This design comes from an exercise in tuning for small area, a short achievable clock period and few clock cycles per item on the open sky130 flow, not from production work.
At most, simulation tests tie the RTL to the original design; equivalence was not proved.
Function not checked in runs 5 and 6: the RTL went through the layout flow alone.
Power and IR drop assume default switching activity.

==> config.mk <==
export PLATFORM = sky130hd
export DESIGN_NAME = linked_piece_set_table
export DESIGN_NICKNAME = linked_piece_set_table
export VERILOG_FILES = /design/flow/design.v
export SDC_FILE = /design/flow/constraint.sdc
export NUM_CORES = 4
export LEC_CHECK = 0
export CAP_MARGIN = 20
export CORE_MARGIN = 2
export CORE_UTILIZATION = 40
export SLEW_MARGIN = 20
==> constraint.sdc <==
create_clock -name core_clock -period 6.5 [get_ports {clk}]
set_input_delay 1.3000 -clock core_clock [delete_from_list [all_inputs] [get_ports {clk}]]
set_output_delay 1.3000 -clock core_clock [all_outputs]
set_load 0.01 [all_outputs]
==> design.v <==
package lpst_pkg;
    localparam int KEY_W   = 14;
    localparam int SLOT_W  = 5;
    localparam int IN_W    = 16;
    localparam int OUT_W   = 8;
    typedef enum logic [1:0] {
        CMD_FIND   = 2'd0,
        CMD_ADD    = 2'd1,
        CMD_REMOVE = 2'd2,
        CMD_CLEAR  = 2'd3
    } cmd_t;
    typedef enum logic [1:0] {
        ST_DONE      = 2'd0,
        ST_NOT_FOUND = 2'd1,
        ST_DUPLICATE = 2'd2,
        ST_POOL_FULL = 2'd3
    } status_t;
    typedef enum logic [1:0] {
        S_IDLE  = 2'd0,
        S_WALK  = 2'd1,
        S_APPLY = 2'd2
    } state_t;
    typedef struct packed {
        logic start;
        logic mark_used;
        logic mark_free;
        logic clear_all;
    } free_ctl_t;
    typedef struct packed {
        logic done;
        logic found;
    } free_sts_t;
endpackage
module lpst_ram #(
    parameter int DEPTH = 32,
    parameter int WIDTH = 14,
    localparam int AW = (DEPTH > 1) ? $clog2(DEPTH) : 1
) (
    input  logic             clk,
    input  logic             wr_en,
    input  logic [AW-1:0]    wr_addr,
    input  logic [WIDTH-1:0] wr_data,
    input  logic             rd_en,
    input  logic [AW-1:0]    rd_addr,
    output logic [WIDTH-1:0] rd_data
);
    logic [WIDTH-1:0] mem [DEPTH];
    always_ff @(posedge clk)
    begin
        if (wr_en)
        begin
            mem[wr_addr] <= wr_data;
        end
    end
    always_ff @(posedge clk)
    begin
        if (rd_en)
        begin
            rd_data <= mem[rd_addr];
        end
    end
endmodule
import lpst_pkg::*;
module lpst_free_map
#(
    parameter int POOL_SLOTS = 32,
    localparam int IW = $clog2(POOL_SLOTS)
) (
    input  logic            clk,
    input  logic            rst_n,
    input  lpst_pkg::free_ctl_t       ctl,
    input  logic [IW-1:0]   mark_idx,
    output lpst_pkg::free_sts_t       sts,
    output logic [IW-1:0]   free_idx
);
    logic [POOL_SLOTS-1:0] used_reg, used_next;
    logic [IW:0]           idx_reg, idx_next;
    logic                  busy_reg, busy_next;
    logic                  done_reg, done_next;
    logic                  found_reg, found_next;
    always_comb
    begin
        used_next  = used_reg;
        idx_next   = idx_reg;
        busy_next  = busy_reg;
        done_next  = done_reg;
        found_next = found_reg;
        if (ctl.start)
        begin
            idx_next   = '0;
            busy_next  = 1'b1;
            done_next  = 1'b0;
            found_next = 1'b0;
        end
        else if (busy_reg)
        begin
            if (idx_reg == (IW+1)'(POOL_SLOTS))
            begin
                busy_next = 1'b0;
                done_next = 1'b1;
            end
            else if (!used_reg[idx_reg[IW-1:0]])
            begin
                busy_next  = 1'b0;
                done_next  = 1'b1;
                found_next = 1'b1;
            end
            else
            begin
                idx_next = idx_reg + 1'b1;
            end
        end
        if (ctl.mark_used)
        begin
            used_next[mark_idx] = 1'b1;
            done_next           = 1'b0;
        end
        if (ctl.mark_free)
        begin
            used_next[mark_idx] = 1'b0;
            done_next           = 1'b0;
        end
        if (ctl.clear_all)
        begin
            used_next = '0;
            done_next = 1'b0;
        end
    end
    always_ff @(posedge clk or negedge rst_n)
    begin
        if (!rst_n)
        begin
            used_reg  <= '0;
            idx_reg   <= '0;
            busy_reg  <= 1'b0;
            done_reg  <= 1'b0;
            found_reg <= 1'b0;
        end
        else
        begin
            used_reg  <= used_next;
            idx_reg   <= idx_next;
            busy_reg  <= busy_next;
            done_reg  <= done_next;
            found_reg <= found_next;
        end
    end
    assign sts.done  = done_reg;
    assign sts.found = found_reg;
    assign free_idx  = idx_reg[IW-1:0];
endmodule
import lpst_pkg::*;
module lpst_ctrl
#(
    parameter int POOL_SLOTS = 32,
    localparam int IW = $clog2(POOL_SLOTS)
) (
    input  logic               clk,
    input  logic               rst_n,
    input  logic               s_tvalid,
    output logic               s_tready,
    input  logic [IN_W-1:0]    s_tdata,
    output logic               m_tvalid,
    input  logic               m_tready,
    output logic [OUT_W-1:0]   m_tdata,
    output logic               entry_we,
    output logic [IW-1:0]      entry_waddr,
    output logic [KEY_W-1:0]   entry_wdata,
    input  logic [KEY_W-1:0]   entry_q,
    output logic               link_we,
    output logic [IW-1:0]      link_waddr,
    output logic [IW-1:0]      link_wdata,
    input  logic [IW-1:0]      link_q,
    output logic               rd_en,
    output logic [IW-1:0]      rd_addr,
    output lpst_pkg::free_ctl_t          free_ctl,
    output logic [IW-1:0]      mark_idx,
    input  lpst_pkg::free_sts_t          free_sts,
    input  logic [IW-1:0]      free_idx
);
    lpst_pkg::state_t   state_reg;
    lpst_pkg::state_t   state_next;
    lpst_pkg::cmd_t     cmd_reg;
    lpst_pkg::cmd_t     cmd_next;
    logic [KEY_W-1:0]   key_reg, key_next;
    logic [IW-1:0]      cur_reg, cur_next;
    logic [IW-1:0]      prev_reg, prev_next;
    logic               prev_valid_reg, prev_valid_next;
    logic               found_reg, found_next;
    logic [IW-1:0]      hit_reg, hit_next;
    logic               hit_tail_reg, hit_tail_next;
    logic [IW-1:0]      nxt_reg, nxt_next;
    logic [IW-1:0]      head_reg, head_next;
    logic [IW-1:0]      tail_reg, tail_next;
    logic               empty_reg, empty_next;
    lpst_pkg::status_t  status_reg;
    lpst_pkg::status_t  status_next;
    logic [SLOT_W-1:0]  slot_reg, slot_next;
    logic               m_valid_reg, m_valid_next;
    logic               accept;
    logic               match;
    logic               walk_end;
    logic               out_free;
    logic               apply_go;
    logic [IW-1:0]      res_idx;
    logic [IW+SLOT_W-1:0] res_wide;
    assign s_tready = (state_reg == S_IDLE);
    assign accept   = s_tvalid && s_tready;
    assign match    = (entry_q == key_reg);
    assign walk_end = match || (cur_reg == tail_reg);
    assign out_free = !m_valid_reg || m_tready;
    assign apply_go = out_free &&
                      !((cmd_reg == CMD_ADD) && !found_reg && !free_sts.done);
    always_comb
    begin
        state_next = state_reg;
        case (state_reg)
            S_IDLE:
            begin
                if (accept)
                begin
                    if ((lpst_pkg::cmd_t'(s_tdata[1:0]) == CMD_CLEAR) || empty_reg)
                    begin
                        state_next = S_APPLY;
                    end
                    else
                    begin
                        state_next = S_WALK;
                    end
                end
            end
            S_WALK:
            begin
                if (walk_end)
                begin
                    state_next = S_APPLY;
                end
            end
            S_APPLY:
            begin
                if (apply_go)
                begin
                    state_next = S_IDLE;
                end
            end
            default:
            begin
                state_next = S_IDLE;
            end
        endcase
    end
    always_comb
    begin
        cmd_next        = cmd_reg;
        key_next        = key_reg;
        cur_next        = cur_reg;
        prev_next       = prev_reg;
        prev_valid_next = prev_valid_reg;
        found_next      = found_reg;
        hit_next        = hit_reg;
        hit_tail_next   = hit_tail_reg;
        nxt_next        = nxt_reg;
        head_next       = head_reg;
        tail_next       = tail_reg;
        empty_next      = empty_reg;
        status_next     = status_reg;
        slot_next       = slot_reg;
        m_valid_next    = m_valid_reg && !m_tready;
        entry_we    = 1'b0;
        entry_waddr = free_idx;
        entry_wdata = key_reg;
        link_we     = 1'b0;
        link_waddr  = tail_reg;
        link_wdata  = free_idx;
        rd_en       = 1'b0;
        rd_addr     = head_reg;
        free_ctl    = '0;
        mark_idx    = free_idx;
        res_idx     = '0;
        res_wide    = '0;
        case (state_reg)
            S_IDLE:
            begin
                if (accept)
                begin
                    cmd_next        = lpst_pkg::cmd_t'(s_tdata[1:0]);
                    key_next        = s_tdata[IN_W-1:2];
                    cur_next        = head_reg;
                    prev_valid_next = 1'b0;
                    found_next      = 1'b0;
                    rd_en           = !empty_reg;
                    rd_addr         = head_reg;
                    free_ctl.start  = 1'b1;
                end
            end
            S_WALK:
            begin
                if (match)
                begin
                    found_next    = 1'b1;
                    hit_next      = cur_reg;
                    hit_tail_next = (cur_reg == tail_reg);
                    nxt_next      = link_q;
                end
                else if (cur_reg != tail_reg)
                begin
                    rd_en           = 1'b1;
                    rd_addr         = link_q;
                    prev_next       = cur_reg;
                    prev_valid_next = 1'b1;
                    cur_next        = link_q;
                end
            end
            S_APPLY:
            begin
                if (apply_go)
                begin
                    status_next = ST_DONE;
                    case (cmd_reg)
                        CMD_FIND:
                        begin
                            if (found_reg)
                            begin
                                res_idx = hit_reg;
                            end
                            else
                            begin
                                status_next = ST_NOT_FOUND;
                            end
                        end
                        CMD_ADD:
                        begin
                            if (found_reg)
                            begin
                                status_next = ST_DUPLICATE;
                            end
                            else if (!free_sts.found)
                            begin
                                status_next = ST_POOL_FULL;
                            end
                            else
                            begin
                                link_we            = !empty_reg;
                                link_waddr         = tail_reg;
                                link_wdata         = free_idx;
                                entry_we           = 1'b1;
                                head_next          = empty_reg ? free_idx : head_reg;
                                tail_next          = free_idx;
                                empty_next         = 1'b0;
                                free_ctl.mark_used = 1'b1;
                                mark_idx           = free_idx;
                                res_idx            = free_idx;
                            end
                        end
                        CMD_REMOVE:
                        begin
                            if (!found_reg)
                            begin
                                status_next = ST_NOT_FOUND;
                            end
                            else
                            begin
                                if (prev_valid_reg)
                                begin
                                    if (hit_tail_reg)
                                    begin
                                        tail_next = prev_reg;
                                    end
                                    else
                                    begin
                                        link_we    = 1'b1;
                                        link_waddr = prev_reg;
                                        link_wdata = nxt_reg;
                                    end
                                end
                                else if (hit_tail_reg)
                                begin
                                    empty_next = 1'b1;
                                end
                                else
                                begin
                                    head_next = nxt_reg;
                                end
                                free_ctl.mark_free = 1'b1;
                                mark_idx           = hit_reg;
                                res_idx            = hit_reg;
                            end
                        end
                        CMD_CLEAR:
                        begin
                            free_ctl.clear_all = 1'b1;
                            empty_next         = 1'b1;
                        end
                        default:
                        begin
                            status_next = ST_DONE;
                        end
                    endcase
                    res_wide     = (IW+SLOT_W)'(res_idx);
                    slot_next    = res_wide[SLOT_W-1:0];
                    m_valid_next = 1'b1;
                end
            end
            default:
            begin
                m_valid_next = m_valid_reg && !m_tready;
            end
        endcase
    end
    always_ff @(posedge clk or negedge rst_n)
    begin
        if (!rst_n)
        begin
            state_reg      <= S_IDLE;
            empty_reg      <= 1'b1;
            m_valid_reg    <= 1'b0;
            found_reg      <= 1'b0;
            prev_valid_reg <= 1'b0;
        end
        else
        begin
            state_reg      <= state_next;
            empty_reg      <= empty_next;
            m_valid_reg    <= m_valid_next;
            found_reg      <= found_next;
            prev_valid_reg <= prev_valid_next;
        end
    end
    always_ff @(posedge clk)
    begin
        cmd_reg      <= cmd_next;
        key_reg      <= key_next;
        cur_reg      <= cur_next;
        prev_reg     <= prev_next;
        hit_reg      <= hit_next;
        hit_tail_reg <= hit_tail_next;
        nxt_reg      <= nxt_next;
        head_reg     <= head_next;
        tail_reg     <= tail_next;
        status_reg   <= status_next;
        slot_reg     <= slot_next;
    end
    assign m_tvalid = m_valid_reg;
    assign m_tdata  = {1'b0, slot_reg, status_reg};
endmodule
import lpst_pkg::*;
module linked_piece_set_table
#(
    parameter int POOL_SLOTS = 32
) (
    input  logic             clk,
    input  logic             rst_n,
    input  logic             s_tvalid,
    output logic             s_tready,
    input  logic [IN_W-1:0]  s_tdata,    
    output logic             m_tvalid,
    input  logic             m_tready,
    output logic [OUT_W-1:0] m_tdata     
);
    localparam int IW = $clog2(POOL_SLOTS);
    logic               entry_we;
    logic [IW-1:0]      entry_waddr;
    logic [KEY_W-1:0]   entry_wdata;
    logic [KEY_W-1:0]   entry_q;
    logic               link_we;
    logic [IW-1:0]      link_waddr;
    logic [IW-1:0]      link_wdata;
    logic [IW-1:0]      link_q;
    logic               rd_en;
    logic [IW-1:0]      rd_addr;
    lpst_pkg::free_ctl_t          free_ctl;
    lpst_pkg::free_sts_t          free_sts;
    logic [IW-1:0]      mark_idx;
    logic [IW-1:0]      free_idx;
    lpst_ctrl #(
        .POOL_SLOTS (POOL_SLOTS)
    ) u_ctrl (
        .clk         (clk),
        .rst_n       (rst_n),
        .s_tvalid    (s_tvalid),
        .s_tready    (s_tready),
        .s_tdata     (s_tdata),
        .m_tvalid    (m_tvalid),
        .m_tready    (m_tready),
        .m_tdata     (m_tdata),
        .entry_we    (entry_we),
        .entry_waddr (entry_waddr),
        .entry_wdata (entry_wdata),
        .entry_q     (entry_q),
        .link_we     (link_we),
        .link_waddr  (link_waddr),
        .link_wdata  (link_wdata),
        .link_q      (link_q),
        .rd_en       (rd_en),
        .rd_addr     (rd_addr),
        .free_ctl    (free_ctl),
        .mark_idx    (mark_idx),
        .free_sts    (free_sts),
        .free_idx    (free_idx)
    );
    lpst_ram #(
        .DEPTH (POOL_SLOTS),
        .WIDTH (KEY_W)
    ) u_entry_ram (
        .clk     (clk),
        .wr_en   (entry_we),
        .wr_addr (entry_waddr),
        .wr_data (entry_wdata),
        .rd_en   (rd_en),
        .rd_addr (rd_addr),
        .rd_data (entry_q)
    );
    lpst_ram #(
        .DEPTH (POOL_SLOTS),
        .WIDTH (IW)
    ) u_link_ram (
        .clk     (clk),
        .wr_en   (link_we),
        .wr_addr (link_waddr),
        .wr_data (link_wdata),
        .rd_en   (rd_en),
        .rd_addr (rd_addr),
        .rd_data (link_q)
    );
    lpst_free_map #(
        .POOL_SLOTS (POOL_SLOTS)
    ) u_free_map (
        .clk      (clk),
        .rst_n    (rst_n),
        .ctl      (free_ctl),
        .mark_idx (mark_idx),
        .sts      (free_sts),
        .free_idx (free_idx)
    );
endmodule
==> run.sh <==
#!/bin/bash
# synth_recipe.tcl (not shown) runs the flow's synth.tcl, then flattens the netlist and writes it again
# the make line also repeats each setting of config.mk as NAME=value (left out here)
make -C /OpenROAD-flow-scripts/flow DESIGN_CONFIG=/design/flow/config.mk WORK_HOME=/design/flow/orfs CLKGATE_MAP_FILE= SYNTH_SCRIPT=/design/flow/synth_recipe.tcl finish
==> results of run 1 <==
cell families after synthesis:
group | count (synthesis) | share of synthesized area [%]
DFF | 728 | 69.8
and+or+nand+nor | 654 | 11.1
adders and majority gates | 13 | 0.525
other | 1 | 0.0121
muxes | 23 | 1.10
AOI/OAI and AO/OA | 649 | 13.5
xor gates and xnor gates | 29 | 0.845
buffers and inverters | 220 | 3.08
worst max-delay path, stage by stage (launching register included):
cell	delay, ns
edfxtp_1	0.33
buf_4	0.39
xor2_1	0.18
nor4_4	0.37
nand4_4	0.33
nand2_2	0.38
inv_2	0.20
o31ai_4	0.58
buf_4	0.51
nand3_1	0.13
a41oi_1	0.69
nor4_2	0.11
Yosys cell counts (15+ instances only):
cell / count / share of area [%]
nand3_1: 389 / 6.3
nor4_2: 17 / 0.69
nor2_1: 95 / 1.2
nand2_1: 74 / 0.90
o22ai_1: 39 / 0.79
clkbuf_1: 114 / 1.4
o21ai_0: 324 / 5.2
a41oi_1: 39 / 1.1
a21oi_1: 40 / 0.65
edfxtp_1: 681 / 66
a32oi_1: 153 / 4.3
inv_1: 15 / 0.18
dfrtp_1: 46 / 3.7
buf_2: 62 / 1.0
a211oi_1: 31 / 0.75
xor2_1: 20 / 0.57
metrics by stage:
| stage | utilization [%] | hold slack [ns] | setup slack [ns] | total power (W) | std cells |
|---|---|---|---|---|---|
| 2_1_floorplan | - | 0.449 | 2.56 | 0.00785 | 2317 |
| 3_3_place_gp | 42.0 | 0.530 | 1.87 | 0.00895 | 3256 |
| 3_5_place_dp | 42.1 | 0.527 | 1.83 | 0.00902 | 3256 |
| 4_1_cts | 45.2 | 0.549 | 1.99 | 0.0132 | 3393 |
| 5_1_grt | 45.2 | 0.570 | 1.77 | 0.0136 | 3393 |
| 6_report | 45.2 | 0.547 | 1.98 | 0.0132 | 3393 |
routing by layer:
metal	part of all wire, %	routed length [um]	vias to the layer above	global-route usage (%)
met3	8.9	7680	166	4.04
li1	-	-	9130	-
met1	41	35400	10500	29.7
met4	2.8	2430	0	7.77
met5	0	0	-	0
met2	47	41000	1072	34.6
final timing paths:
path | depth (start not counted) | startpoint | slack (ns) | endpoint
worst max-delay path | 11 | u_ctrl.key_reg[13]$_DFFE_PP_ | 1.98 | u_entry_ram.rd_data[7]$_DFFE_PP_
worst min-delay path | 2 | u_free_map.idx_reg[5]$_DFFE_PN0P_ | 0.55 | u_free_map.idx_reg[5]$_DFFE_PN0P_
worst max register to register | 11 | u_ctrl.key_reg[13]$_DFFE_PP_ | 1.98 | u_entry_ram.rd_data[7]$_DFFE_PP_
worst min register to register | 2 | u_free_map.idx_reg[5]$_DFFE_PN0P_ | 0.55 | u_free_map.idx_reg[5]$_DFFE_PN0P_
max in group asynchronous | 1 | rst_n | 5.37 | u_free_map.used_reg[13]$_DFF_PN0_
min in group asynchronous | 1 | rst_n | 0.69 | u_free_map.used_reg[3]$_DFF_PN0_
cell type report:
type                       count  area share, %
clock inverter                52           1.36
timing repair buffer         102           2.57
inverter                      17          0.183
tap                         1040           3.74
clock buffer                  85           5.50
multi-input combinational   1369           24.5
sequential                   728           62.1
power groups by stage:
stage          sequential [W]  clock [W]  combinational [W]
6_report              0.00567    0.00419            0.00330
5_1_grt               0.00569    0.00442            0.00354
4_1_cts               0.00567    0.00424            0.00326
3_5_place_dp          0.00576          0            0.00325
3_3_place_gp          0.00577          0            0.00319
2_1_floorplan         0.00577          0            0.00208
==> results.toml, run 1 <==
[sta]
finalSetupViolations = 0
fin_tns_setup_ns = 0
skew_ns = 0.0216
tightest_slew_ns = 1.08
maxSlewHeadroom_pct = 27.7
max_freq_ghz = 0.221
slew_violations = 0
rsz0062_at_grt = "false"
period_share_pct = 69.5
hold_viol_final = 0
final.min_clock_period_ns = 4.52

[power_and_ir_drop]
swShare_pct = 33.3
power_per_cell_area_mw_per_mm2 = 378
p_seq_share_pct = 43.1
pwr-share-clk_pct = 31.8
ir_drop_uv = 235
intPower_w = 0.00877
power_switching_w = 0.00439
p_leak_nw = 10.8
share_comb_of_total_power_pct = 25.1

[placement]
dpl_cell_area_mm2 = 0.0324
place.gp.congestion = 0.879
io_buffer_count = 28
dp_hpwl_mm = 49.2

[worst_setup_path]
critPathRequiredTime_ns = 6.86
critPathCaptureType = "flip-flop"
setup.worst_path.start_class = "flip-flop"
worstPathMaxFanout = 33
crit_arrival_ns = 4.88
crit_type = "reg2reg"

[clocking]
clk_latency_ns = 0.64
cts_max_level = 3
clkTransAtPathRegs_ns = 0.06
numCtsBuffers = 75
cts_root_buf = "clkbuf_16"
postCtsHoldBufs = 0
clock_sinks = 728
cts_resized = 0
cts_tree = "done"
clk_path_buf_depth = 3
cts_setup_buffers = 0

[final_layout]
largest_register_ff_count = 448
regArea_mm2 = 0.0216
multi_input_area_mm2 = 0.00853
syn_to_final_growth_pct = 12.4
drive_gt1_share_pct = 10.9
final_cell_mix = "edfxtp_1 (681), nand3_1 (387), o21ai_0 (320)"
design_area_mm2 = 0.0348
final_common_cell = "edfxtp_1"
finalNetCount = 2326
diodes = 0
fillers = 6798

[global_route]
grt_pass1_vias = 20200
grt_remaining_overflow = 0
antenna_found_initial = 0
grt_max_degree = 155
grt_util_all_layers_pct = 21.7
grt_first_pass_wirelength_mm = 128

[routing]
first_pass_iters = 6
viasPerCell = 6.16
drt-total-wl_mm = 86.5
drtIter0Drc = 2468
wire_per_inst_um = 25.5
post-route-drc-count = 0
via_count = 20900
antenna_left = 0

[die]
die_h_um = 282
coreArea_mm2 = 0.0771
rows = 102
start_util_pct = 40.2
dieArea_mm2 = 0.0797
num_io_pins = 30
die_w_um = 282

[logic_synthesis]
synth_area_per_cell_um2 = 13.4
ys_seq_elements = 728
synthCells = 2317
synth-main-ff-cell = "edfxtp_1"
ys_types = 65
synth-edff-count = 681
synth_area_mm2 = 0.0310
synth-warning-count = 4
async_flop_share_pct = 6.46
syn-num-nets = 2350
seq_area_frac_synth_pct = 69.8

[job]
cap_violations = 0

[hold_path]
hold_class = "reg2reg"

[run_status]
outcome = "complete, no violations"
Testbench counts, summed over its fixed seeds: cycles 432,671, items 24,000.
==> inputs of run 2 (changes only) <==
==> design.v (replaced) <==
package lpst_pkg;
    localparam int KEY_W   = 14;
    localparam int SLOT_W  = 5;
    localparam int IN_W    = 16;
    localparam int OUT_W   = 8;
    localparam logic [1:0] CMD_FIND   = 2'd0;
    localparam logic [1:0] CMD_ADD    = 2'd1;
    localparam logic [1:0] CMD_REMOVE = 2'd2;
    localparam logic [1:0] CMD_CLEAR  = 2'd3;
    localparam logic [1:0] ST_DONE      = 2'd0;
    localparam logic [1:0] ST_NOT_FOUND = 2'd1;
    localparam logic [1:0] ST_DUPLICATE = 2'd2;
    localparam logic [1:0] ST_POOL_FULL = 2'd3;
endpackage
module linked_piece_set_table (
    input  logic        clk,
    input  logic        rst_n,
    input  logic        s_tvalid,
    output logic        s_tready,
    input  logic [15:0] s_tdata,
    output logic        m_tvalid,
    input  logic        m_tready,
    output logic [7:0]  m_tdata
);
    localparam int N = 32;
    logic        i_valid;
    logic [1:0]  i_cmd;
    logic [13:0] i_key;
    logic [13:0] key_q [N];
    logic [N-1:0] valid_q;
    logic        q0v, q1v;
    logic [6:0]  q0d, q1d;
    logic        exec;
    logic        pop;
    assign exec     = i_valid && !(q0v && q1v);
    assign s_tready = !i_valid || !(q0v && q1v);
    assign pop      = q0v && m_tready;
    always_ff @(posedge clk or negedge rst_n)
    begin
        if (!rst_n)
            i_valid <= 1'b0;
        else if (s_tready)
            i_valid <= s_tvalid;
    end
    always_ff @(posedge clk)
    begin
        if (s_tready)
        begin
            i_cmd <= s_tdata[1:0];
            i_key <= s_tdata[15:2];
        end
    end
    logic [N-1:0] hit;
    logic [N-1:0] lowfree;
    logic         any_hit;
    logic         full;
    logic [4:0]   hit_idx;
    logic [4:0]   free_idx;
    always_comb
    begin
        for (int i = 0; i < N; i++)
            hit[i] = valid_q[i] && (key_q[i] == i_key);
    end
    assign lowfree[0] = !valid_q[0];
    for (genvar g = 1; g < N; g++)
    begin : g_lowfree
        assign lowfree[g] = !valid_q[g] && (&valid_q[g-1:0]);
    end
    assign any_hit = |hit;
    assign full    = &valid_q;
    always_comb
    begin
        hit_idx  = '0;
        free_idx = '0;
        for (int i = 0; i < N; i++)
        begin
            hit_idx  = hit_idx  | ({5{hit[i]}} & 5'(i));
            free_idx = free_idx | ({5{lowfree[i]}} & 5'(i));
        end
    end
    logic is_find, is_add, is_rem, is_clr;
    assign is_find = (i_cmd == 2'd0);
    assign is_add  = (i_cmd == 2'd1);
    assign is_rem  = (i_cmd == 2'd2);
    assign is_clr  = (i_cmd == 2'd3);
    logic [1:0] r_status;
    logic [4:0] r_slot;
    logic [6:0] r_data;
    always_comb
    begin
        r_status[1] = is_add && (any_hit || full);
        r_status[0] = ((is_find || is_rem) && !any_hit) || (is_add && !any_hit && full);
        if (is_add)
            r_slot = (any_hit || full) ? 5'd0 : free_idx;
        else if (is_clr)
            r_slot = 5'd0;
        else
            r_slot = hit_idx;
        r_data = {r_slot, r_status};
    end
    always_ff @(posedge clk or negedge rst_n)
    begin
        if (!rst_n)
            valid_q <= '0;
        else if (exec)
        begin
            if (is_clr)
                valid_q <= '0;
            else if (is_rem)
                valid_q <= valid_q & ~hit;
            else if (is_add && !any_hit)
                valid_q <= valid_q | lowfree;
        end
    end
    always_ff @(posedge clk)
    begin
        for (int i = 0; i < N; i++)
            if (!valid_q[i])
                key_q[i] <= i_key;
    end
    always_ff @(posedge clk or negedge rst_n)
    begin
        if (!rst_n)
        begin
            q0v <= 1'b0;
            q1v <= 1'b0;
        end
        else
        begin
            if (pop)
            begin
                q0v <= q1v || exec;
                q1v <= q1v && exec;
            end
            else
            begin
                q0v <= q0v || exec;
                q1v <= q1v || (q0v && exec);
            end
        end
    end
    always_ff @(posedge clk)
    begin
        if (pop ? !q1v : !q0v)
            q0d <= r_data;
        else if (pop)
            q0d <= q1d;
        if (pop ? q1v : (q0v && !q1v))
            q1d <= r_data;
    end
    assign m_tvalid = q0v;
    assign m_tdata  = {1'b0, q0d};
endmodule
--- a/config.mk
+++ b/config.mk
@@ -7,2 +7,3 @@
 export LEC_CHECK = 0
+export ABC_CLOCK_PERIOD_IN_PS = 3000
 export CAP_MARGIN = 20
@@ -10,2 +11,3 @@
 export CORE_UTILIZATION = 40
+export SETUP_SLACK_MARGIN = 3.5
 export SLEW_MARGIN = 20
==> run 2 against run 1 <==
Compared with the run above:
- critical path depth fell by 1
- die area shrank 25%
- highest routed layer unchanged
- flip-flop and latch count shrank 215
- wire length shrank 25%
- critical endpoint is now q0d[4]$_DFFE_PP_
- first-iteration DRC count shrank 49%
- largest cell class unchanged
- total power down 31%
- worst setup slack better by 1.5 ns
==> results.toml, run 2 <==
[die]
start_util_pct = 40.2
num_io_pins = 30
die_h_um = 244
coreArea_mm2 = 0.0575
dieArea_mm2 = 0.0598
rows = 88
die_w_um = 244

[final_layout]
largest-register = "key_q"
fillers = 4958
final_cell_mix = "edfxtp_1 (478), xnor2_1 (261), xor2_1 (133)"
largest_register_ff_count = 448
finalNetCount = 1747
final_common_cell = "edfxtp_1"
drive_gt1_share_pct = 15.0
diodes = 0
syn_to_final_growth_pct = 17.4
fin_util_pct = 47.3

[logic_synthesis]
async_flop_share_pct = 6.82
synth-edff-count = 478
ys_seq_elements = 513
synthMuxAreaShare_pct = 0.0974
synthSimpleGateAreaFrac_pct = 9.44
synthCells = 1612
synth-warning-count = 2
yosysMostFrequentCell = "edfxtp_1"
synth_fa_ha_area_share_pct = 0
synth_area_per_cell_um2 = 14.4
synth_xor_area_share_pct = 15.0
netlist.area_leader.share_pct = 62.0
synth_top_family_by_area = "XOR/XNOR gates"
synth_area_mm2 = 0.0231
synth-main-ff-cell = "edfxtp_1"
synth_compound_area_share_pct = 5.92
syn-num-nets = 1632
ys_types = 87
ys_top_cells_by_area = "edfxtp_1 (62%), xnor2_1 (9.9%), xor2_1 (5.0%), dfrtp_1 (3.8%), nand4_1 (2.0%)"
synth_area_leader_cell = "edfxtp_1"
synth_common_cells = "edfxtp_1 (478), xnor2_1 (261), xor2_1 (133)"
seq_area_frac_synth_pct = 65.8

[sta]
fin_tns_setup_ns = 0
finalSetupViolations = 0
maxSlewHeadroom_pct = 35.4
period_share_pct = 46.9
max_freq_ghz = 0.328
tightest_slew_ns = 0.969
hold_ws_ns = 0.532
final.min_clock_period_ns = 3.05
hold_viol_final = 0
skew_ns = 0.0284
rsz0062_at_grt = "true"
slew_violations = 0

[routing]
met1_length_mm = 28.7
post-route-drc-count = 0
wire_per_inst_um = 25.7
wl_met3_mm = 4.07
drt-total-wl_mm = 65.1
viasPerCell = 5.58
highest_layer = "met4"
via_count = 14100
wl_met2_mm = 29.9
first_pass_iters = 5
antenna_left = 0
drtIter0Drc = 1265

[clocking]
postCtsHoldBufs = 0
clkTransAtPathRegs_ns = 0.06
cts_max_level = 2
clk_path_buf_depth = 3
clock_sinks = 513
numCtsBuffers = 54
clk_latency_ns = 0.62
cts_root_buf = "clkbuf_16"
cts_tree = "done"

[run_status]
outcome = "complete, no violations"

[worst_setup_path]
crit_type = "reg2reg"
critPathRequiredTime_ns = 6.85
crit_arrival_ns = 3.40
setup.worst_path.start_class = "flip-flop"
worstPathMaxFanout = 16
critPathCaptureType = "flip-flop"

[global_route]
antenna_found_initial = 0
grt_remaining_overflow = 0
grt_max_degree = 48
grt_pass1_vias = 13700
grt_first_pass_wirelength_mm = 92.5
grt_util_all_layers_pct = 21.0

[power_and_ir_drop]
power_per_cell_area_mw_per_mm2 = 333
ir_drop_uv = 219
p_leak_nw = 9.34
power_w = 0.00905

[placement]
io_buffer_count = 28
dp_hpwl_mm = 35.2
place.gp.congestion = 0.902

[job]
cap_violations = 0

[hold_path]
hold_class = "reg2reg"
## run 2: where the power goes
part / total, W / leakage, nW / switching, W / internal, W
Sequential: 0.00443 / 5.49 / 0.000236 / 0.00419
Combinational: 0.00169 / 3.04 / 0.00101 / 0.000684
Clock: 0.00294 / 0.815 / 0.00127 / 0.00167
## run 2: metrics by stage
step                worst slack [ns]  cell area [um^2]  instances
floorplan                       3.50             23200       1612
global placement                2.63             24000       2364
detailed placement              2.59             24000       2364
CTS                             3.48             26700       2510
global route                    3.40             27200       2535
finish                          3.45             27200       2535
## run 2: area by class of cell
class / instances / area, um^2 / area share (%)
clock inverter: 29 / 198 / 0.728
tap: 765 / 957 / 3.52
inverter: 57 / 245 / 0.903
timing repair buffer: 127 / 1490 / 5.48
clock buffer: 70 / 1470 / 5.42
multi-input combinational: 973 / 7560 / 27.8
sequential: 513 / 15200 / 56.1
timing repair inverter: 1 / 5.00 / 0.0184
## run 2: metal layers
layer	vias to the layer above	GRT usage (%)
met1	7221	29.4
met2	542	33.0
met5	-	0
met4	0	8.07
met3	125	3.04
li1	6259	-
## run 2: worst max-delay path, stage by stage (launching register included)
cell	delay, ns
edfxtp_1	0.39
buf_4	0.16
buf_12	0.17
xnor2_1	0.20
nand4_1	0.18
or4_1	0.54
o2bb2a_1	0.34
and4bb_2	0.29
nand4_4	0.11
o31ai_1	0.10
mux2_2	0.27
## run 2: cells by family after synthesis
logic type / after synthesis
buf+inv: 129
flops: 513
xor+xnor: 395
mux: 2
compound gates: 190
simple gates: 382
other cells: 1
## run 2: path summary, 6_finish.rpt
| path | start | to | slack [ns] | depth (start not counted) |
|---|---|---|---|---|
| setup reg to reg | i_key[13]$_DFFE_PP_ | q0d[4]$_DFFE_PP_ | 3.45 | 10 |
| min in group asynchronous | rst_n | i_valid$_DFFE_PN0P_ | 0.84 | 1 |
| max in group asynchronous | rst_n | q0v$_DFF_PN0_ | 5.01 | 1 |
| hold / removal | q1d[1]$_DFFE_PP_ | q0d[1]$_DFFE_PP_ | 0.53 | 2 |
| hold reg to reg | q1d[1]$_DFFE_PP_ | q0d[1]$_DFFE_PP_ | 0.53 | 2 |
| setup / recovery | i_key[13]$_DFFE_PP_ | q0d[4]$_DFFE_PP_ | 3.45 | 10 |
## run 2: what timing repair did
action | 4_1_cts | 5_1_grt
pin swaps | 12 | 11
gates resized for setup | 101 | 44
setup buffers | 38 | 19
setup endpoints to repair | 47 | 45
gates cloned | 9 | 6
Testbench counts of run 2, summed over its fixed seeds: cycles 24,016, items 24,000.
==> inputs of run 3 (changes only) <==
--- a/config.mk
+++ b/config.mk
@@ -7,3 +7,3 @@
 export LEC_CHECK = 0
-export ABC_CLOCK_PERIOD_IN_PS = 3000
+export ABC_CLOCK_PERIOD_IN_PS = 2500
 export CAP_MARGIN = 20
@@ -11,3 +11,3 @@
 export CORE_UTILIZATION = 40
-export SETUP_SLACK_MARGIN = 3.5
+export SETUP_SLACK_MARGIN = 4.0
 export SLEW_MARGIN = 20
==> run 3 against run 2 <==
Compared with the run above:
- still clean
- final cell count is 5.0% higher
- global-route usage up 3.4 points
- non-clock buffer count is 127 higher
- cell area grew 8.8%
- synthesized cell count did not move
- via count up 7.5%
- critical path type unchanged
- highest routed layer is now met5
==> results.toml, run 3 <==
[run_status]
outcome = "complete, no violations"

[power_and_ir_drop]
swShare_pct = 28.2
power_switching_w = 0.00275
p_leak_nw = 10.6
power_w = 0.00972
ir_drop_uv = 212
share_comb_of_total_power_pct = 21.9
pwr-share-clk_pct = 32.5
intPower_w = 0.00698
power_per_cell_area_mw_per_mm2 = 329
p_seq_share_pct = 45.6

[sta]
fin_tns_setup_ns = 0
max_freq_ghz = 0.325
maxSlewHeadroom_pct = 37.0
rsz0062_at_grt = "true"
finalSetupViolations = 0
final.min_clock_period_ns = 3.07
slew_violations = 0
period_share_pct = 47.3
fin_ws_ns = 3.43
hold_ws_ns = 0.537
skew_ns = 0.0273
hold_viol_final = 0
tightest_slew_ns = 0.945

[logic_synthesis]
async_flop_share_pct = 6.82
seq_area_frac_synth_pct = 65.8
ys_types = 87
synthSimpleGateAreaFrac_pct = 9.44
synth_compound_area_share_pct = 5.92
yosysMostFrequentCell = "edfxtp_1"
synth-main-ff-cell = "edfxtp_1"
synth_xor_area_share_pct = 15.0
synth_area_mm2 = 0.0231
synth_fa_ha_area_share_pct = 0
synthCells = 1612
synth_common_cells = "edfxtp_1 (478), xnor2_1 (261), xor2_1 (133)"
ys_seq_elements = 513
syn-num-nets = 1632
synth_area_leader_cell = "edfxtp_1"
synth-edff-count = 478
synth-warning-count = 2
synth_top_family_by_area = "XOR/XNOR gates"
netlist.area_leader.share_pct = 62.0
ys_top_cells_by_area = "edfxtp_1 (62%), xnor2_1 (9.9%), xor2_1 (5.0%), dfrtp_1 (3.8%), nand4_1 (2.0%)"
synthMuxAreaShare_pct = 0.0974
synth_area_per_cell_um2 = 14.4

[placement]
dp.cells = 2364
place.gp.congestion = 0.985
dp_hpwl_mm = 35.9
post-place-ws_ns = 2.36
io_buffer_count = 28

[final_layout]
final_common_cell = "edfxtp_1"
largest-register = "key_q"
fillers = 4779
fin_cells = 2662
syn_to_final_growth_pct = 27.7
drive_gt1_share_pct = 26.0
largest_register_ff_count = 448
final_cell_mix = "edfxtp_1 (478), xnor2_1 (249), buf_4 (145)"
finalNetCount = 1875
diodes = 0

[worst_setup_path]
reg2reg_setup_slack_ns = 3.43
worstPathMaxFanout = 6
cp_slowest_cell = "or4_4"
cpPeakStageDelay_ns = 0.60
crit_arrival_ns = 3.43
critPathCaptureType = "flip-flop"
critPathRequiredTime_ns = 6.85
setup.worst_path.start_class = "flip-flop"
crit_type = "reg2reg"
cpMostUsedCell = "buf_12"
crit_chain = "buf_12, buf_12, xnor2_2, nand4_1, or4_4, o32ai_4, nor4_4, nand4_4, buf_12, o31ai_4, mux2_4"

[die]
coreArea_mm2 = 0.0575
dieArea_mm2 = 0.0598
die_w_um = 244
die_h_um = 244
rows = 88
num_io_pins = 30
start_util_pct = 40.2

[clocking]
cts_max_level = 2
clock_sinks = 513
clkTransAtPathRegs_ns = 0.07
cts_tree = "done"
postCtsHoldBufs = 0
numCtsBuffers = 55
clk_latency_ns = 0.61
clk_path_buf_depth = 3
cts_root_buf = "clkbuf_16"

[routing]
drt-total-wl_mm = 74.7
antenna_left = 0
drtIter0Drc = 1548
via_count = 15200
wire_per_inst_um = 28.1
first_pass_iters = 5
viasPerCell = 5.71
post-route-drc-count = 0

[job]
cap_violations = 0

[global_route]
grt_util_all_layers_pct = 24.4
antenna_found_initial = 2
grt_first_pass_wirelength_mm = 105
grt_remaining_overflow = 0
grt_pass1_vias = 14700
grt_max_degree = 40

[hold_path]
hold_class = "reg2reg"
[run 3: path summary, 6_finish.rpt]
| check | from | to | depth (start not counted) |
|---|---|---|---|
| max in group asynchronous | rst_n | valid_q[2]$_DFFE_PN0P_ | 1 |
| hold / removal | valid_q[14]$_DFFE_PN0P_ | valid_q[14]$_DFFE_PN0P_ | 2 |
| min in group asynchronous | rst_n | q1v$_DFF_PN0_ | 1 |
| hold reg to reg | valid_q[14]$_DFFE_PN0P_ | valid_q[14]$_DFFE_PN0P_ | 2 |
| setup / recovery | i_key[11]$_DFFE_PP_ | q0d[4]$_DFFE_PP_ | 11 |
| setup reg to reg | i_key[11]$_DFFE_PP_ | q0d[4]$_DFFE_PP_ | 11 |
[run 3: worst max-delay path: cells and delay by family, from the launching register on]
family	cells	cell delay [ns]
simple gates	4	1.03
mux	1	0.27
flops	1	0.45
xor+xnor	1	0.12
compound gates	2	0.48
buf+inv	3	0.45
[run 3: metrics by stage]
| stage | instance area [um^2] | utilization (%) |
|---|---|---|
| 2_1_floorplan | 23400 | - |
| 3_3_place_gp | 24200 | 42.1 |
| 3_5_place_dp | 24200 | 42.1 |
| 4_1_cts | 28400 | 49.4 |
| 5_1_grt | 29600 | 51.4 |
| 6_report | 29600 | 51.4 |
[run 3: metal layers]
layer  share of wire (%)  up-vias  track usage (%)
li1                    -     6518                -
met1                  41     7805             33.1
met2                  47      699             39.2
met3                 7.8      177             4.25
met4                 3.8        2             9.33
met5               0.015        -                0
[run 3: power by group through the flow]
stage,logic (W),registers [W],clock network [W]
after floorplan,0.00105,0.00448,0
final,0.00213,0.00444,0.00316
after global routing,0.00224,0.00448,0.00332
after detailed placement,0.00142,0.00452,0
after CTS,0.00196,0.00442,0.00319
after global placement,0.00139,0.00450,0
[run 3: timing repair]
item / CTS / global route
pin swaps: 34 / 39
cloned: 24 / 2
gates resized for setup: 204 / 94
setup endpoints to repair: 55 / 49
setup buffers: 113 / 60
[run 3: final cells by class]
class / count / area, um^2 / area share (%)
Sequential cell: 513 / 15200 / 51.5
Multi-Input combinational cell: 973 / 8250 / 27.9
Timing Repair Buffer: 254 / 3060 / 10.4
Clock buffer: 62 / 1450 / 4.89
Tap cell: 765 / 957 / 3.24
Clock inverter: 37 / 348 / 1.18
Inverter: 57 / 251 / 0.851
Timing Repair inverter: 1 / 7.51 / 0.0254
[run 3: kinds of logic after synthesis]
kind of cell | Yosys count
XOR/XNOR | 395
flip-flops | 513
other | 1
buffers and inverters | 129
multiplexers | 2
AO/OA/AOI/OAI | 190
AND/OR/NAND/NOR | 382
==> inputs of run 4 (changes only) <==
--- a/config.mk
+++ b/config.mk
@@ -7,3 +7,2 @@
 export LEC_CHECK = 0
-export ABC_CLOCK_PERIOD_IN_PS = 2500
 export CAP_MARGIN = 20
@@ -11,3 +10,2 @@
 export CORE_UTILIZATION = 40
-export SETUP_SLACK_MARGIN = 4.0
 export SLEW_MARGIN = 20
==> run 4 against run 3 <==
Compared with the run above:
- still clean
- fmax shrank 26%
- die area unchanged
- first-iteration DRC count decreased by 26%
- critical path type unchanged
- synthesized cell count unchanged
- via count is 12% lower
- highest routed layer is now met4
- total power is 9.6% lower
==> results.toml, run 4 <==
[run_status]
outcome = "complete, no violations"

[job]
cap_violations = 0

[logic_synthesis]
synth_area_per_cell_um2 = 14.4
synth_area_leader_cell = "edfxtp_1"
synth_common_cells = "edfxtp_1 (478), xnor2_1 (261), xor2_1 (133)"
synth-main-ff-cell = "edfxtp_1"
synthCells = 1612
ys_top_cells_by_area = "edfxtp_1 (62%), xnor2_1 (9.9%), xor2_1 (5.0%), dfrtp_1 (3.8%), nand4_1 (2.0%)"
netlist.area_leader.share_pct = 62.0
yosysMostFrequentCell = "edfxtp_1"
ys_seq_elements = 513
synth-edff-count = 478
seq_area_frac_synth_pct = 65.8
syn-num-nets = 1632
synth-warning-count = 2
async_flop_share_pct = 6.82
synth_area_mm2 = 0.0231
ys_types = 87

[worst_setup_path]
crit_type = "reg2reg"
critPathCaptureType = "flip-flop"
critPathRequiredTime_ns = 6.96
setup.worst_path.start_class = "flip-flop"
crit_arrival_ns = 4.63
worstPathMaxFanout = 33

[routing]
drt-total-wl_mm = 56.8
wl_met3_mm = 2.47
met1_length_mm = 26.1
post-route-drc-count = 0
highest_layer = "met4"
wire_per_inst_um = 23.1
first_pass_iters = 6
viasPerCell = 5.43
antenna_left = 0
via_count = 13400
wl_met2_mm = 26.8
drtIter0Drc = 1146

[global_route]
antenna_found_initial = 0
grt_first_pass_wirelength_mm = 85.9
grt_remaining_overflow = 0
grt_pass1_vias = 13300
grt_max_degree = 66
grt_util_all_layers_pct = 19.1

[placement]
dp_hpwl_mm = 36.6
dpl_cell_area_mm2 = 0.0241
place.gp.congestion = 0.936
io_buffer_count = 28

[final_layout]
final_cell_mix = "edfxtp_1 (478), xnor2_1 (261), xor2_1 (133)"
regArea_mm2 = 0.0152
multi_input_area_mm2 = 0.00705
largest_register_ff_count = 448
syn_to_final_growth_pct = 11.4
largest-register = "key_q"
design_area_mm2 = 0.0258
fillers = 5144
final_common_cell = "edfxtp_1"
diodes = 0
drive_gt1_share_pct = 7.88
finalNetCount = 1681

[power_and_ir_drop]
share_comb_of_total_power_pct = 16.1
intPower_w = 0.00643
power_switching_w = 0.00236
power_per_cell_area_mw_per_mm2 = 341
p_seq_share_pct = 50.5
pwr-share-clk_pct = 33.4
ir_drop_uv = 208
p_leak_nw = 8.78
swShare_pct = 26.9

[sta]
hold_viol_final = 0
period_share_pct = 64.3
tightest_slew_ns = 1.15
fin_tns_setup_ns = 0
final.min_clock_period_ns = 4.18
maxSlewHeadroom_pct = 22.8
skew_ns = 0.0222
finalSetupViolations = 0
slew_violations = 0
max_freq_ghz = 0.239
rsz0062_at_grt = "false"
hold_ws_ns = 0.536

[clocking]
cts_setup_buffers = 0
cts_root_buf = "clkbuf_16"
clk_path_buf_depth = 3
cts_max_level = 2
postCtsHoldBufs = 0
clk_latency_ns = 0.61
cts_tree = "done"
cts_resized = 0
clock_sinks = 513
clkTransAtPathRegs_ns = 0.06
numCtsBuffers = 54

[die]
num_io_pins = 30
dieArea_mm2 = 0.0598
coreArea_mm2 = 0.0575
die_h_um = 244
rows = 88
start_util_pct = 40.2
die_w_um = 244

[hold_path]
hold_class = "reg2reg"
[run 4: cell count changes in the layout (fill, tap and decap cells not counted), moves of 16 or more]
cell    change
nor4_1     +32
buf_6      -18
nor4_4     -16
nor4_2     -16
buf_12     -24
buf_4     -116
[run 4: path summary, 6_finish.rpt]
check	slack, ns	endpoint	start	depth (start not counted)
max in group asynchronous	5.05	valid_q[25]$_DFFE_PN0P_	rst_n	1
max reg2reg	2.32	valid_q[11]$_DFFE_PN0P_	i_key[11]$_DFFE_PP_	9
min	0.54	q0d[1]$_DFFE_PP_	q1d[1]$_DFFE_PP_	2
min reg2reg	0.54	q0d[1]$_DFFE_PP_	q1d[1]$_DFFE_PP_	2
max	2.32	valid_q[11]$_DFFE_PN0P_	i_key[11]$_DFFE_PP_	9
min in group asynchronous	0.84	valid_q[0]$_DFFE_PN0P_	rst_n	1
[run 4: kinds of logic (layout without fill, tap and decap cells)]
group	after synthesis	after routing	share of synthesized area (%)
simple gates	382	382	9.44
xor+xnor	395	395	15.0
mux	2	2	0.0973
buf+inv	129	218	3.70
flops	513	513	65.8
compound gates	190	190	5.92
other cells	1	1	0.0162
[run 4: area by class of cell]
class	count	share of cell area, %
Multi-Input combinational cell	970	27.4
Clock buffer	73	5.72
Clock inverter	23	0.719
Sequential cell	513	59.1
Inverter	57	0.830
Timing Repair Buffer	65	2.53
Tap cell	765	3.71
[run 4: power groups by stage]
stage | Combinational, W | Clock, W | Sequential [W]
final | 0.00141 | 0.00294 | 0.00444
after global routing | 0.00155 | 0.00311 | 0.00449
after CTS | 0.00143 | 0.00299 | 0.00444
after detailed placement | 0.00142 | 0 | 0.00451
after global placement | 0.00141 | 0 | 0.00449
after floorplan | 0.00102 | 0 | 0.00448
[run 4: critical path: stages, from the launching register on]
cell       delay (ns)
edfxtp_1         0.55
buf_4            0.50
inv_1            0.19
a2111oi_0        0.90
nand4_1          0.27
o32ai_1          0.57
nor4_1           0.22
nand4_2          0.27
nand2b_4         0.39
a221oi_1         0.14
[run 4: per-layer routing]
metal | track usage [%] | up-vias
met1 | 26.4 | 6806
met2 | 30.9 | 360
met3 | 2.83 | 101
met5 | 0 | -
li1 | - | 6115
met4 | 6.21 | 0
[run 4: through the flow]
| stage | util (%) | setup slack (ns) | instances | power [W] |
|---|---|---|---|---|
| 6_report | 44.8 | 2.32 | 2466 | 0.00879 |
| 5_1_grt | 44.8 | 2.12 | 2466 | 0.00914 |
| 4_1_cts | 44.8 | 2.35 | 2466 | 0.00886 |
| 3_5_place_dp | 41.9 | 2.36 | 2370 | 0.00593 |
| 3_3_place_gp | 41.9 | 2.42 | 2370 | 0.00590 |
| 2_1_floorplan | - | 3.45 | 1612 | 0.00550 |
==> inputs of run 5 (changes only) <==
--- a/design.v
+++ b/design.v
@@ -25,14 +25,18 @@
     localparam int N = 32;
-    logic        i_valid;
-    logic [1:0]  i_cmd;
-    logic [13:0] i_key;
-    logic [13:0] key_q [N];
+    logic [13:0]  key_q [N];
     logic [N-1:0] valid_q;
-    logic        q0v, q1v;
-    logic [6:0]  q0d, q1d;
-    logic        exec;
-    logic        pop;
-    assign exec     = i_valid && !(q0v && q1v);
-    assign s_tready = !i_valid || !(q0v && q1v);
+    logic [N-1:0] valid_d;
+    logic         i_valid;
+    logic [1:0]   i_cmd;
+    logic [N-1:0] i_match;
+    logic         q0v, q1v;
+    logic         q1_free;
+    logic [6:0]   q0d, q1d;
+    logic         take;
+    logic         exec;
+    logic         pop;
+    assign take     = q1_free;
+    assign exec     = i_valid && q1_free;
     assign pop      = q0v && m_tready;
+    assign s_tready = q1_free;
     always_ff @(posedge clk or negedge rst_n)
@@ -41,3 +45,3 @@
             i_valid <= 1'b0;
-        else if (s_tready)
+        else if (take)
             i_valid <= s_tvalid;
@@ -46,6 +50,7 @@
     begin
-        if (s_tready)
+        if (take)
         begin
             i_cmd <= s_tdata[1:0];
-            i_key <= s_tdata[15:2];
+            for (int i = 0; i < N; i++)
+                i_match[i] <= (key_q[i] == s_tdata[15:2]);
         end
@@ -58,7 +63,5 @@
     logic [4:0]   free_idx;
-    always_comb
-    begin
-        for (int i = 0; i < N; i++)
-            hit[i] = valid_q[i] && (key_q[i] == i_key);
-    end
+    assign hit     = valid_q & i_match;
+    assign any_hit = |hit;
+    assign full    = &valid_q;
     assign lowfree[0] = !valid_q[0];
@@ -68,4 +71,2 @@
     end
-    assign any_hit = |hit;
-    assign full    = &valid_q;
     always_comb
@@ -100,2 +101,15 @@
     end
+    always_comb
+    begin
+        valid_d = valid_q;
+        if (exec)
+        begin
+            if (is_clr)
+                valid_d = '0;
+            else if (is_rem)
+                valid_d = valid_q & ~hit;
+            else if (is_add && !any_hit)
+                valid_d = valid_q | lowfree;
+        end
+    end
     always_ff @(posedge clk or negedge rst_n)
@@ -104,11 +118,4 @@
             valid_q <= '0;
-        else if (exec)
-        begin
-            if (is_clr)
-                valid_q <= '0;
-            else if (is_rem)
-                valid_q <= valid_q & ~hit;
-            else if (is_add && !any_hit)
-                valid_q <= valid_q | lowfree;
-        end
+        else
+            valid_q <= valid_d;
     end
@@ -117,4 +124,4 @@
         for (int i = 0; i < N; i++)
-            if (!valid_q[i])
-                key_q[i] <= i_key;
+            if (take && !valid_d[i])
+                key_q[i] <= s_tdata[15:2];
     end
@@ -124,4 +131,5 @@
         begin
-            q0v <= 1'b0;
-            q1v <= 1'b0;
+            q0v     <= 1'b0;
+            q1v     <= 1'b0;
+            q1_free <= 1'b1;
         end
@@ -131,4 +139,5 @@
             begin
-                q0v <= q1v || exec;
-                q1v <= q1v && exec;
+                q0v     <= q1v || exec;
+                q1v     <= q1v && exec;
+                q1_free <= !(q1v && exec);
             end
@@ -136,4 +145,5 @@
             begin
-                q0v <= q0v || exec;
-                q1v <= q1v || (q0v && exec);
+                q0v     <= q0v || exec;
+                q1v     <= q1v || (q0v && exec);
+                q1_free <= !(q1v || (q0v && exec));
             end
--- a/config.mk
+++ b/config.mk
@@ -7,2 +7,3 @@
 export LEC_CHECK = 0
+export ABC_CLOCK_PERIOD_IN_PS = 2500
 export CAP_MARGIN = 20
@@ -10,2 +11,3 @@
 export CORE_UTILIZATION = 40
+export SETUP_SLACK_MARGIN = 4.0
 export SLEW_MARGIN = 20
==> run 5 against run 4 <==
Compared with the run above:
- largest power group unchanged
- final cell count rose by 1.7%
- wire length increased by 1.5%
- still clean on timing, DRC and antenna
- combinational power rose by 110%
- utilization up 3.7 points
==> results.toml, run 5 <==
[logic_synthesis]
synth-edff-count = 496
synth_common_cells = "edfxtp_1 (496), xnor2_1 (321), xor2_1 (128)"
synth_area_mm2 = 0.0231
synth_area_per_cell_um2 = 14.5
async_flop_share_pct = 6.77
ys_types = 64
ys_top_cells_by_area = "edfxtp_1 (65%), xnor2_1 (12%), xor2_1 (4.9%), dfrtp_1 (3.8%), nand4_1 (2.1%)"
synth-main-ff-cell = "edfxtp_1"
netlist.area_leader.share_pct = 64.5
synth-warning-count = 2
ys_seq_elements = 532
yosysMostFrequentCell = "edfxtp_1"
seq_area_frac_synth_pct = 68.4
synth_area_leader_cell = "edfxtp_1"
synthCells = 1594
syn-num-nets = 1614

[power_and_ir_drop]
p_leak_nw = 9.26
power_w = 0.0116
power_per_cell_area_mw_per_mm2 = 417
ir_drop_uv = 210

[worst_setup_path]
crit_arrival_ns = 1.37
worstPathMaxFanout = 4
worst_r2r_path_depth = 7
cp_num_cells = 1
cp_slowest_cell = "dfstp_4"
critPathCaptureType = "output port"
crit_chain = "buf_6"
crit_type = "reg2out"
critPathRequiredTime_ns = 5.20
worst-path-buf-inv = 1
setup.worst_path.start_class = "flip-flop"
cpPeakStageDelay_ns = 0.65
critical_path.top_delay_family = "flip-flops"

[global_route]
antenna_found_initial = 1
grt_max_degree = 54
grt_first_pass_wirelength_mm = 84.8
grt_pass1_vias = 13100
grt_util_all_layers_pct = 18.9
grt_remaining_overflow = 0

[placement]
dp.cells = 2328
place.gp.congestion = 0.928
dp_hpwl_mm = 32.7
io_buffer_count = 28

[final_layout]
syn_to_final_growth_pct = 20.6
fin_cells = 2509
final_common_cell = "edfxtp_1"
finalNetCount = 1717
largest_register_ff_count = 448
largest-register = "key_q"
final_cell_mix = "edfxtp_1 (496), xnor2_1 (321), xor2_1 (128)"
drive_gt1_share_pct = 19.0
fin_util_pct = 48.5
diodes = 0

[die]
start_util_pct = 40.3
rows = 88
coreArea_mm2 = 0.0574
dieArea_mm2 = 0.0597
die_h_um = 244
num_io_pins = 30
die_w_um = 244

[sta]
maxSlewHeadroom_pct = 35.8
skew_ns = 0.0234
finalSetupViolations = 0
hold_viol_final = 0
hold_ws_ns = 0.560
slew_violations = 0
rsz0062_at_grt = "true"
fin_tns_setup_ns = 0
max_freq_ghz = 0.375
tightest_slew_ns = 0.963
period_share_pct = 41.0
final.min_clock_period_ns = 2.67

[clocking]
cts_tree = "done"
clk_path_buf_depth = 3
clock_sinks = 532
cts_root_buf = "clkbuf_16"
cts_max_level = 2
clk_latency_ns = 0.61
postCtsHoldBufs = 0
numCtsBuffers = 55
clkTransAtPathRegs_ns = 0.06

[routing]
wire_per_inst_um = 23.0
via_count = 13400
viasPerCell = 5.34
drtIter0Drc = 1131
drt-total-wl_mm = 57.7
antenna_left = 0
post-route-drc-count = 0
first_pass_iters = 7

[run_status]
outcome = "complete, no violations"

[job]
cap_violations = 0

[hold_path]
hold_depth = 1
hold_class = "reg2reg"
==> run 5: cell types whose count changed in the layout (fill, tap and decap cells not counted), moves of 23 or more <==
cell             before  now
xnor2_1             261  321
inv_1                55   11
nor2_1               66   24
buf_6                 0   27
clkdlybuf4s50_1      27    4
nand2_1              49   72
==> run 5: cell families (layout without fill, tap and decap cells) <==
logic type,after synthesis,after routing,synth area share (%)
AO/OA/AOI/OAI,132,133,3.90
AND/OR/NAND/NOR,373,376,8.55
flip-flops,532,532,68.4
other,1,1,0.0162
multiplexers,8,8,0.385
XOR/XNOR,449,449,17.0
buffers and inverters,99,245,1.72
==> run 5: area by class of cell <==
class	count	area [um^2]
fillers	4875	29500
flip-flops and latches	532	15800
multi-input cells	967	7720
repair buffers	129	1590
clock buffers	74	1460
well taps	765	957
clock inverters	30	249
inverters	12	50.0
==> run 5: power by group <==
group	internal (W)	total, W	switching, W	leakage [nW]
registers	0.00514	0.00560	0.000459	5.37
clock network	0.00173	0.00302	0.00129	0.834
logic	0.00130	0.00299	0.00169	3.06
total	0.00817	0.0116	0.00344	9.26
==> run 5: path summary, 6_finish.rpt <==
check | startpoint | slack (ns) | endpoint
hold / removal | q1d[4]$_DFFE_PP_ | 0.56 | q0d[4]$_DFFE_PP_
min in group asynchronous | rst_n | 0.84 | i_valid$_DFFE_PN0P_
setup / recovery | q1_free$_DFF_PN1_ | 3.83 | s_tready
setup reg to reg | i_match[14]$_DFFE_PP_ | 3.84 | key_q[11][7]$_DFFE_PP_
max in group asynchronous | rst_n | 4.97 | valid_q[12]$_DFF_PN0_
hold reg to reg | q1d[4]$_DFFE_PP_ | 0.56 | q0d[4]$_DFFE_PP_
==> run 5: through the flow <==
| step | setup WS (ns) | area (um^2) |
|---|---|---|
| global route | 3.77 | 27800 |
| detailed placement | 2.84 | 24300 |
| finish | 3.83 | 27800 |
| global placement | 2.79 | 24300 |
| floorplan | 3.95 | 23300 |
| CTS | 3.79 | 27300 |
==> run 5: timing repair <==
item	4_1_cts	5_1_grt
buffers inserted	45	19
endpoints found under the setup margin	533	487
pin swaps	28	25
cloned	9	4
resized for setup	214	67
==> run 5: layer usage <==
metal | wire, um | GRT usage (%) | vias to the layer above
li1 | - | - | 6072
met1 | 26500 | 27.2 | 6833
met2 | 27000 | 30.0 | 408
met3 | 3120 | 3.16 | 84
met4 | 1070 | 4.63 | 0
met5 | 0 | 0 | -
==> inputs of run 6 (changes only) <==
--- a/config.mk
+++ b/config.mk
@@ -7,3 +7,3 @@
 export LEC_CHECK = 0
-export ABC_CLOCK_PERIOD_IN_PS = 2500
+export ABC_CLOCK_PERIOD_IN_PS = 3000
 export CAP_MARGIN = 20
@@ -11,3 +11,3 @@
 export CORE_UTILIZATION = 40
-export SETUP_SLACK_MARGIN = 4.0
+export SETUP_SLACK_MARGIN = 3.5
 export SLEW_MARGIN = 20
==> run 6 against run 5 <==
Compared with the run above:
- critical endpoint is now key_q[24][3]$_DFFE_PP_
- worst setup slack worse by 0.30 ns
- still clean
- highest routed layer unchanged
- clock-buffer cell count is 5 higher
- largest cell class unchanged
- first-iteration DRC count is 10% lower
- sequential power is 0.9% higher
==> results.toml, run 6 <==
[sta]
hold_viol_final = 0
period_share_pct = 45.6
slew_violations = 0
max_freq_ghz = 0.338
tightest_slew_ns = 1.04
rsz0062_at_grt = "true"
maxSlewHeadroom_pct = 30.4
skew_ns = 0.0352
fin_tns_setup_ns = 0
finalSetupViolations = 0
final.min_clock_period_ns = 2.96

[die]
coreArea_mm2 = 0.0574
start_util_pct = 40.3
dieArea_mm2 = 0.0597
die_w_um = 244
rows = 88
num_io_pins = 30
die_h_um = 244

[routing]
post-route-drc-count = 0
viasPerCell = 5.27
wire_per_inst_um = 22.1
via_count = 12900
drtIter0Drc = 1018
first_pass_iters = 6
antenna_left = 0
drt-total-wl_mm = 54.1

[clocking]
clk_path_buf_depth = 3
cts_max_level = 2
clock_sinks = 532
numCtsBuffers = 55
cts_root_buf = "clkbuf_16"
clkTransAtPathRegs_ns = 0.06
cts_tree = "done"
clk_latency_ns = 0.62

[worst_setup_path]
crit_type = "reg2reg"
critPathCaptureType = "flip-flop"
reg2reg_setup_slack_ns = 3.54
r2r_end = "key_q[24][3]$_DFFE_PP_"
setup.worst_path.start_class = "flip-flop"
crit_arrival_ns = 3.19
critPathRequiredTime_ns = 6.72
rr_startpoint = "q1_free$_DFF_PN1_"
worst_r2r_path_depth = 3
worstPathMaxFanout = 17

[logic_synthesis]
synth-main-ff-cell = "edfxtp_1"
seq_area_frac_synth_pct = 68.4
ys_types = 64
ys_top_cells_by_area = "edfxtp_1 (65%), xnor2_1 (12%), xor2_1 (4.9%), dfrtp_1 (3.8%), nand4_1 (2.1%)"
ys_seq_elements = 532
netlist.area_leader.share_pct = 64.5
synth_area_per_cell_um2 = 14.5
async_flop_share_pct = 6.77
synth-warning-count = 2
synth-edff-count = 496
synth_area_leader_cell = "edfxtp_1"
syn-num-nets = 1614
synthCells = 1594
synth_area_mm2 = 0.0231
synth_common_cells = "edfxtp_1 (496), xnor2_1 (321), xor2_1 (128)"
yosysMostFrequentCell = "edfxtp_1"

[global_route]
grt_util_all_layers_pct = 18.4
grt_pass1_vias = 13100
grt_first_pass_wirelength_mm = 83.0
antenna_found_initial = 1
grt_max_degree = 65
grt_remaining_overflow = 0

[placement]
io_buffer_count = 28
place.gp.congestion = 0.929
dp_hpwl_mm = 32.1
dp.cells = 2333

[final_layout]
drive_gt1_share_pct = 11.3
fillers = 5019
finalNetCount = 1655
largest_register_ff_count = 448
largest-register = "key_q"
final_cell_mix = "edfxtp_1 (496), xnor2_1 (321), xor2_1 (128)"
syn_to_final_growth_pct = 13.9
fin_cells = 2446
final_common_cell = "edfxtp_1"

[power_and_ir_drop]
p_leak_nw = 8.65
power_per_cell_area_mw_per_mm2 = 426
ir_drop_uv = 210

[job]
cap_violations = 0

[hold_path]
min_to = "q0d[1]$_DFFE_PP_"
hold_depth = 1
min-delay-start = "q1d[1]$_DFFE_PP_"
hold_class = "reg2reg"

[run_status]
outcome = "complete, no violations"
run 6: cell counts after synthesis:
No cell type changed its count.
run 6: through the flow:
| step | instance area, um^2 | power [W] | worst slack, ns | hold WS (ns) | utilization [%] |
|---|---|---|---|---|---|
| after floorplan | 23100 | 0.00717 | 3.52 | 0.500 | - |
| after global placement | 24200 | 0.00796 | 2.82 | 0.539 | 42.3 |
| after detailed placement | 24300 | 0.00803 | 2.77 | 0.535 | 42.3 |
| after CTS | 26200 | 0.0113 | 3.27 | 0.542 | 45.7 |
| after global routing | 26300 | 0.0118 | 3.37 | 0.563 | 45.9 |
| final | 26300 | 0.0112 | 3.54 | 0.527 | 45.9 |
run 6: power by group:
group	total (W)	internal, W	leakage, nW	switching (W)
Clock	0.00318	0.00188	0.894	0.00129
Sequential	0.00565	0.00515	5.39	0.000500
Combinational	0.00239	0.000912	2.37	0.00148
run 6: kinds of logic after synthesis:
group / Yosys count / share of synthesized area, %
AO/OA/AOI/OAI: 132 / 3.90
buffers and inverters: 99 / 1.72
other: 1 / 0.0162
XOR/XNOR: 449 / 17.0
AND/OR/NAND/NOR: 373 / 8.55
multiplexers: 8 / 0.385
flip-flops: 532 / 68.4
run 6: what timing repair did:
item / CTS / global route
setup buffers: 5 / 4
pin swaps: 1 / 5
gates resized for setup: 16 / 13
endpoints found under the hold margin: 0 / 0
hold buffers: 0 / 0
setup endpoints to repair: 337 / 188
gates cloned: 1 / 0
run 6: worst max-delay path by stage:
stage	depth (start not counted)	to	from
floorplan	6	key_q[27][0]$_DFFE_PP_	q1_free$_DFF_PN1_
global placement	6	key_q[8][13]$_DFFE_PP_	q1_free$_DFF_PN1_
detailed placement	6	key_q[5][2]$_DFFE_PP_	q1_free$_DFF_PN1_
CTS	3	key_q[18][3]$_DFFE_PP_	q1_free$_DFF_PN1_
global route	3	key_q[18][4]$_DFFE_PP_	q1_free$_DFF_PN1_
finish	3	key_q[24][3]$_DFFE_PP_	q1_free$_DFF_PN1_
run 6: final cells by class:
cell class | count | area, um^2 | area share, %
flip-flops and latches | 532 | 15800 | 60.1
repair buffers | 71 | 637 | 2.42
clock inverters | 23 | 248 | 0.942
well taps | 765 | 957 | 3.64
diodes | 1 | 2.50 | 0.00951
clock buffers | 79 | 1580 | 6.00
multi-input cells | 963 | 7040 | 26.8
inverters | 12 | 45.0 | 0.171
run 6: metal layers:
metal,track usage (%),routed length [um],up-vias
li1,-,-,5921
met1,26.6,25400,6560
met2,28.9,24900,331
met3,2.71,2500,78
met4,5.54,1240,0
met5,0,0,-
run 6: worst max-delay path, stage by stage, from the launching register on:
cell and delay (ns):
dfstp_4 0.63, buf_4 0.19, clkinv_1 0.83, nor2_2 0.93

[separate check: timing with driven ports]
The flow's constraints put no driver on any port. The routed layouts listed below were extracted and timed again, unchanged, in two steps.
Step 1, drivers: a clkbuf_16 drives clk and a buf_2 each remaining input, both assumed.
Step 2 moves the port delays by t, midway between the first and last clock arrival at a register: inputs arrive t later, outputs are due t later. That takes back most of the time a late clock gives input paths.
Slacks: no drivers / after step 1 / after step 2; pairs: no drivers / after step 1.
| run | t (ns) | setup WS [ns] | worst setup path after step 2 | worst data-port slew with drivers (ns) |
|---|---|---|---|---|
| run 1 | 0.697 | 1.982 / 1.982 / 1.813 | input to register | 0.04 |
| run 2 | 0.668 | 3.453 / 3.453 / 3.453 | register to register | 0.04 |
| run 3 | 0.659 | 3.426 / 3.426 / 3.426 | register to register | 0.05 |
| run 4 | 0.656 | 2.320 / 2.320 / 2.320 | register to register | 0.04 |
| run 5 | 0.653 | 3.834 / 3.779 / 3.383 | input to register | 0.08 |
| run 6 | 0.655 | 3.538 / 3.538 / 3.054 | input to register | 0.05 |
After both steps setup and hold are still met in every run listed. The setup slack of run 6, which loses most, moves by 0.000 ns with the drivers and by -0.484 ns with both steps.
